This design comes from an exercise in tuning for small area and a short achievable clock period on the open sky130 flow, not from production work. In this exercise RTL edits were held to simulation tests only and were not proved equivalent to the original. Power is estimated from default activity; no workload was simulated.

## design.v

```verilog
module mem_responder #(
    parameter int ADDR_WIDTH  = 16,
    parameter int DEPTH_WORDS = 256,
    parameter int LATENCY     = 3
) (
    input  logic                  clk,
    input  logic                  rst_n,
    input  logic                  mem_read,
    input  logic                  mem_write,
    input  logic [1:0]            mem_byte_enable,
    input  logic [ADDR_WIDTH-1:0] mem_address,
    input  logic [15:0]           mem_wdata,
    output logic [15:0]           mem_rdata,
    output logic                  mem_resp,
    output logic                  protocol_err
);
    localparam int IDX_W = $clog2(DEPTH_WORDS);
    localparam int CNT_W = (LATENCY > 1) ? $clog2(LATENCY) : 1;
    localparam logic [CNT_W-1:0] CNT_INIT = CNT_W'((LATENCY > 0) ? (LATENCY - 1) : 0);
    typedef enum logic [1:0] {IDLE, WAIT, RESP} state_t;
    state_t            state;
    logic [CNT_W-1:0]  cnt;
    logic              lat_read;
    logic              lat_write;
    logic [IDX_W-1:0]  lat_idx;
    logic [15:0]       lat_wdata;
    logic [1:0]        lat_be;
    logic              resp_prev;
    logic [15:0]       mem_array [DEPTH_WORDS];
    logic              req_any;
    logic [IDX_W-1:0]  req_idx;
    logic              retrigger;
    logic              acc_go;
    logic              acc_write;
    logic [IDX_W-1:0]  acc_idx;
    logic [15:0]       acc_wdata;
    logic [1:0]        acc_be;
    logic              unused_addr;
    assign unused_addr = ^mem_address;
    assign req_idx     = mem_address[IDX_W:1];
    assign req_any     = mem_read | mem_write;
    assign retrigger = resp_prev
                       && (mem_read == lat_read) && (mem_write == lat_write)
                       && (req_idx == lat_idx) && (mem_wdata == lat_wdata)
                       && (mem_byte_enable == lat_be);
    always_comb begin
        acc_go    = 1'b0;
        acc_write = lat_write;
        acc_idx   = lat_idx;
        acc_wdata = lat_wdata;
        acc_be    = lat_be;
        case (state)
            IDLE: begin
                if (LATENCY == 0 && req_any) begin
                    acc_go    = 1'b1;
                    acc_write = mem_write;
                    acc_idx   = req_idx;
                    acc_wdata = mem_wdata;
                    acc_be    = mem_byte_enable;
                end
            end
            WAIT: begin
                if (req_any && cnt == '0) begin
                    acc_go = 1'b1;
                end
            end
            default: ;
        endcase
        if (!rst_n) begin
            acc_go = 1'b0;
        end
    end
    always_ff @(posedge clk or negedge rst_n) begin
        if (!rst_n) begin
            state        <= IDLE;
            cnt          <= '0;
            lat_read     <= 1'b0;
            lat_write    <= 1'b0;
            lat_idx      <= '0;
            lat_wdata    <= '0;
            lat_be       <= '0;
            resp_prev    <= 1'b0;
            mem_resp     <= 1'b0;
            mem_rdata    <= '0;
            protocol_err <= 1'b0;
        end else begin
            resp_prev <= mem_resp;
            mem_resp  <= acc_go;
            if (acc_go && !acc_write) begin
                mem_rdata <= mem_array[acc_idx];
            end
            case (state)
                IDLE: begin
                    if (req_any) begin
                        lat_read  <= mem_read;
                        lat_write <= mem_write;
                        lat_idx   <= req_idx;
                        lat_wdata <= mem_wdata;
                        lat_be    <= mem_byte_enable;
                        if ((mem_read && mem_write) || retrigger) begin
                            protocol_err <= 1'b1;
                        end
                        if (LATENCY == 0) begin
                            state <= RESP;
                        end else begin
                            state <= WAIT;
                            cnt   <= CNT_INIT;
                        end
                    end
                end
                WAIT: begin
                    if (!req_any) begin
                        state <= IDLE;
                    end else if (cnt == '0) begin
                        state <= RESP;
                    end else begin
                        cnt <= cnt - 1'b1;
                    end
                end
                RESP: begin
                    state <= IDLE;
                end
                default: begin
                    state <= IDLE;
                end
            endcase
        end
    end
    always_ff @(posedge clk) begin
        if (acc_go && acc_write) begin
            if (acc_be[0]) begin
                mem_array[acc_idx][7:0] <= acc_wdata[7:0];
            end
            if (acc_be[1]) begin
                mem_array[acc_idx][15:8] <= acc_wdata[15:8];
            end
        end
    end
endmodule
```

## run.sh

```bash
#!/bin/bash
# synth_recipe.tcl (not shown) runs the flow's synth.tcl, then flattens the netlist and writes it again
# the make line also repeats each setting of config.mk as NAME=value (left out here)
make -C /OpenROAD-flow-scripts/flow DESIGN_CONFIG=/design/flow/config.mk WORK_HOME=/design/flow/orfs CLKGATE_MAP_FILE= SYNTH_SCRIPT=/design/flow/synth_recipe.tcl finish
```

## config.mk

```make
export PLATFORM = sky130hd
export DESIGN_NAME = mem_responder
export DESIGN_NICKNAME = mem_responder
export VERILOG_FILES = /design/flow/design.v
export SDC_FILE = /design/flow/constraint.sdc
export NUM_CORES = 4
export LEC_CHECK = 0
export CAP_MARGIN = 20
export CORE_MARGIN = 2
export CORE_UTILIZATION = 40
export SLEW_MARGIN = 55
```

## constraint.sdc

```tcl
create_clock -name core_clock -period 10.0 [get_ports {clk}]
set_input_delay 2.0000 -clock core_clock [delete_from_list [all_inputs] [get_ports {clk}]]
set_output_delay 2.0000 -clock core_clock [all_outputs]
set_load 0.01 [all_outputs]
```

==> results.sh <==
export IMPL_grt_max_degree=112
export IMPL_wire_per_inst_um=33.09
export IMPL_cp_startpoint="mem_write"
export IMPL_cts_setup_buffers=0
export IMPL_slew_headroom=0.5152
export IMPL_crit_path_cell_trace="clkdlybuf4s50_1 > o21ai_1 > nor2_1 > nand3_1 > nor2_1 > nand2_1 > buf_4 > nor2_2"
export IMPL_worst_pin_slew_ns=0.7070
export IMPL_syn_to_final_growth_pct=14.52
export IMPL_r2r_start="lat_idx[3]$_DFFE_PN0P_"
export IMPL_finalHoldViolCount=0
export IMPL_clockRootBuffer="clkbuf_16"
export IMPL_syn_inst=7468
export IMPL_finalSetupViolCount=0
export IMPL_start_util=0.4022
export IMPL_rsz0062_at_grt="no"
export IMPL_synth_avg_cell_area_um2=21.51
export IMPL_drv_slew=0
export IMPL_fp_dieH_um=637.7
export IMPL_synth_main_ff_cell="edfxtp_1"
export IMPL_grt_pass1_vias=80071
export IMPL_mostFrequentLayoutCell="edfxtp_1"
export IMPL_port_buffers=47
export IMPL_powerDensity_nw_per_um2=299.0
export IMPL_seq_area_frac_synth=0.7737
export IMPL_r2r_setup_slack_ns=5.23
export IMPL_synthArstFlopShare=0.01230
export IMPL_vdd_drop_max_uv=293.7
export IMPL_synthesis_area_um2=160600
export IMPL_min_from="mem_resp$_DFF_PN0_"
export IMPL_cts_sinks=4147
export IMPL_critPathArrivalTime_ns=5.59
export IMPL_crit_slowest_cell="nand3_1"
export IMPL_hpwl_um=268900
export IMPL_ant_nets=0
export IMPL_r2r_cells=10
export IMPL_cts_clk_slew_worst_paths_ns=0.06
export IMPL_cts_max_level=5
export IMPL_drv_cap=0
export IMPL_drt_pass1_iterations=6
export IMPL_worstSetupPathType="primary input to flip-flop"
export IMPL_required_ns=10.58
export IMPL_clock_latency_ns=0.96
export IMPL_cts_hold_buffers=0
export IMPL_grt_use_total=0.2140
export IMPL_cts_buffers=419
export IMPL_timing_fmax_mhz=199.6
export IMPL_drt_iter0_markers=10239
export IMPL_fin_ws_ns=4.991
export IMPL_dp_slack_ns=4.060
export IMPL_cp_end_kind="flip-flop"
export IMPL_syn_num_nets=7507
export IMPL_fin_tns_setup_ns=0
export IMPL_period_needed_ns=5.009
export IMPL_leakagePower_nw=55.88
export IMPL_vias=79501
export IMPL_worstPathMaxFanout=11
export IMPL_critical_path_top_delay_family="simple AND/OR/NAND/NOR gates"
export IMPL_drc=0
export IMPL_synth_ff_latch_count=4147
export IMPL_layout_nets=7770
export IMPL_gr_total_overflow=0
export IMPL_layout_drive_gt1_share=0.3140
export IMPL_layout_common_cells="4096 x edfxtp_1, 934 x mux4_2, 513 x nor2_2"
export IMPL_slowest_delay_ns=0.57
export IMPL_place_gp_congestion=0.8233
export IMPL_viasPerCell=5.954
export IMPL_crit_cells=8
export IMPL_outcome="timing/DRC/antenna clean"
export IMPL_yosysWarningCount=1
export IMPL_die_width_um=637.7
export IMPL_min_path_type="flip-flop to flip-flop"
export IMPL_die_area_um2=406700
export IMPL_worst_path_buf_inv=2
export IMPL_synth_edf_count=4096
export IMPL_setup_worst_path_start_class="primary input"
export IMPL_clk_path_buf_depth=4
export IMPL_rows=232
export IMPL_wl_um=441900
export IMPL_core_um2=399400
export IMPL_netlist_cell_type_count=74
export IMPL_pin_count=56
export IMPL_fill_cells=32823
export IMPL_crit_end="mem_array[135][5]$_DFFE_PP_"
export IMPL_ctsResizeCount=0
export IMPL_cts_tree="done"
export IMPL_cp_common_cell="nor2_1"
export IMPL_grt_pass1_wl_um=619500
export IMPL_post_route_period_util=0.5009
export IMPL_finClkSkew_ns=0.06381
export IMPL_grt_antenna_before_repair=11
export IMPL_r2r_end="mem_rdata[0]$_DFFE_PN0P_"
==> layer usage <==
metal / wire, µm / track usage / up-vias
met4: 15930 / 0.07010 / 6
met3: 41710 / 0.04671 / 715
met5: 40 / 0 / -
met2: 209400 / 0.3397 / 3844
met1: 174800 / 0.2950 / 42949
li1: - / - / 31987
==> through the flow <==
stage | area [µm²] | hold WS, ns | util | total power, W | std cells
6_report | 184000 | 0.4285 | 0.4605 | 0.05500 | 13353
5_1_grt | 183900 | 0.4336 | 0.4605 | 0.05654 | 13347
4_1_cts | 183300 | 0.4241 | 0.4590 | 0.05498 | 13327
3_5_place_dp | 169800 | 0.4092 | 0.4250 | 0.03955 | 12557
3_3_place_gp | 166800 | 0.4207 | 0.4176 | 0.03846 | 12499
2_1_floorplan | 160600 | 0.4160 | - | 0.03270 | 7468
==> report_power, final <==
part | switching, W | total (W) | internal [W]
sequential | 0.000478 | 0.0223 | 0.0218
combinational | 0.0112 | 0.0171 | 0.00596
clock | 0.00663 | 0.0156 | 0.00895
total | 0.0183 | 0.0550 | 0.0367
==> kinds of logic after synthesis <==
kind of cell / count (synthesis) / synth area share
DFF: 4147 / 0.7737
muxes: 1262 / 0.1556
and+or+nand+nor: 891 / 0.02348
AOI/OAI and AO/OA: 663 / 0.02803
buffers and inverters: 476 / 0.01760
xor gates and xnor gates: 28 / 0.001527
adders and majority gates: 1 / 0.00007788
==> flip-flops by register name, summed over array words and instances, names as in the netlist <==
signal and cells:
cnt 2, lat_write 1, lat_idx 8, mem_array 4096, lat_be 2, lat_read 1
protocol_err 1, resp_prev 1, lat_wdata 16, mem_rdata 16, state 2, mem_resp 1
==> final cells by class <==
type	instances	area, µm²	share of cell area
Inverter	14	55.05	0.0002993
Timing Repair Buffer	304	4080	0.02218
Clock inverter	264	2630	0.01430
Multi-Input combinational cell	2845	35290	0.1919
Antenna cell	8	20.02	0.0001088
Clock buffer	506	10930	0.05941
Sequential cell	4147	124400	0.6760
Tap cell	5265	6588	0.03581
==> cells in the mapped netlist (7+ instances only) <==
master     instances  share of area
a221oi_1          16        0.00087
mux2i_1          191          0.012
xnor2_1            9        0.00049
nand3_1           23        0.00072
a32o_1             8        0.00050
buf_12             7        0.00087
nand2b_1          15        0.00058
o22ai_1          148         0.0058
buf_2            137         0.0043
a2111oi_0         13        0.00071
inv_1             12        0.00028
o22a_1            27         0.0015
nand4_1           15        0.00058
mux2_2           103         0.0072
a32oi_1           14        0.00076
dfrtp_1           51         0.0079
a31oi_1           12        0.00047
buf_4             80         0.0037
a211oi_1          28         0.0013
buf_6             56         0.0039
xor2_1            19         0.0010
a21oi_1          119         0.0037
mux4_2           934           0.13
clkbuf_1         163         0.0038
buf_1             15        0.00035
nor2_1           570          0.013
o211ai_1          21        0.00098
nand2_1          131         0.0031
o221ai_1          33         0.0018
a22oi_1           99         0.0046
mux4_1            34         0.0056
nor2b_1           23        0.00090
a22o_1            15        0.00082
or3_1             12        0.00047
nor3_1            46         0.0014
o21ai_0           74         0.0023
edfxtp_1        4096           0.77
nor4_1            21        0.00082
==> worst min-delay path by stage <==
stage | slack (ns) | to | cells past startpoint
after floorplan | 0.42 | resp_prev$_DFF_PN0_ | 0
after global placement | 0.42 | resp_prev$_DFF_PN0_ | 0
after detailed placement | 0.41 | resp_prev$_DFF_PN0_ | 0
after CTS | 0.42 | resp_prev$_DFF_PN0_ | 0
after global routing | 0.43 | resp_prev$_DFF_PN0_ | 0
final | 0.43 | resp_prev$_DFF_PN0_ | 0

-- re-timing with driven ports --
In the flow no input, the clock included, has a driving cell. The finished layout below was timed again as built, in two steps. Step 1 assumes that a clkbuf_16 drives the clock port and a buf_2 every other input. Step 2 also shifts input and output timing later by t, the mid clock arrival at the registers, as if the neighbouring blocks saw the same clock. Three values: ideal ports, drivers, drivers and shift; two values: the first two.
shift t [ns]: 1.038
slack for setup (ns): 4.991 / 5.057 / 4.019
clock arrival spread, ns: 0.071 / 0.071
After both steps this run still meets setup and hold. The setup slack of this run moves by +0.066 ns with the drivers and by -0.972 ns with both steps.
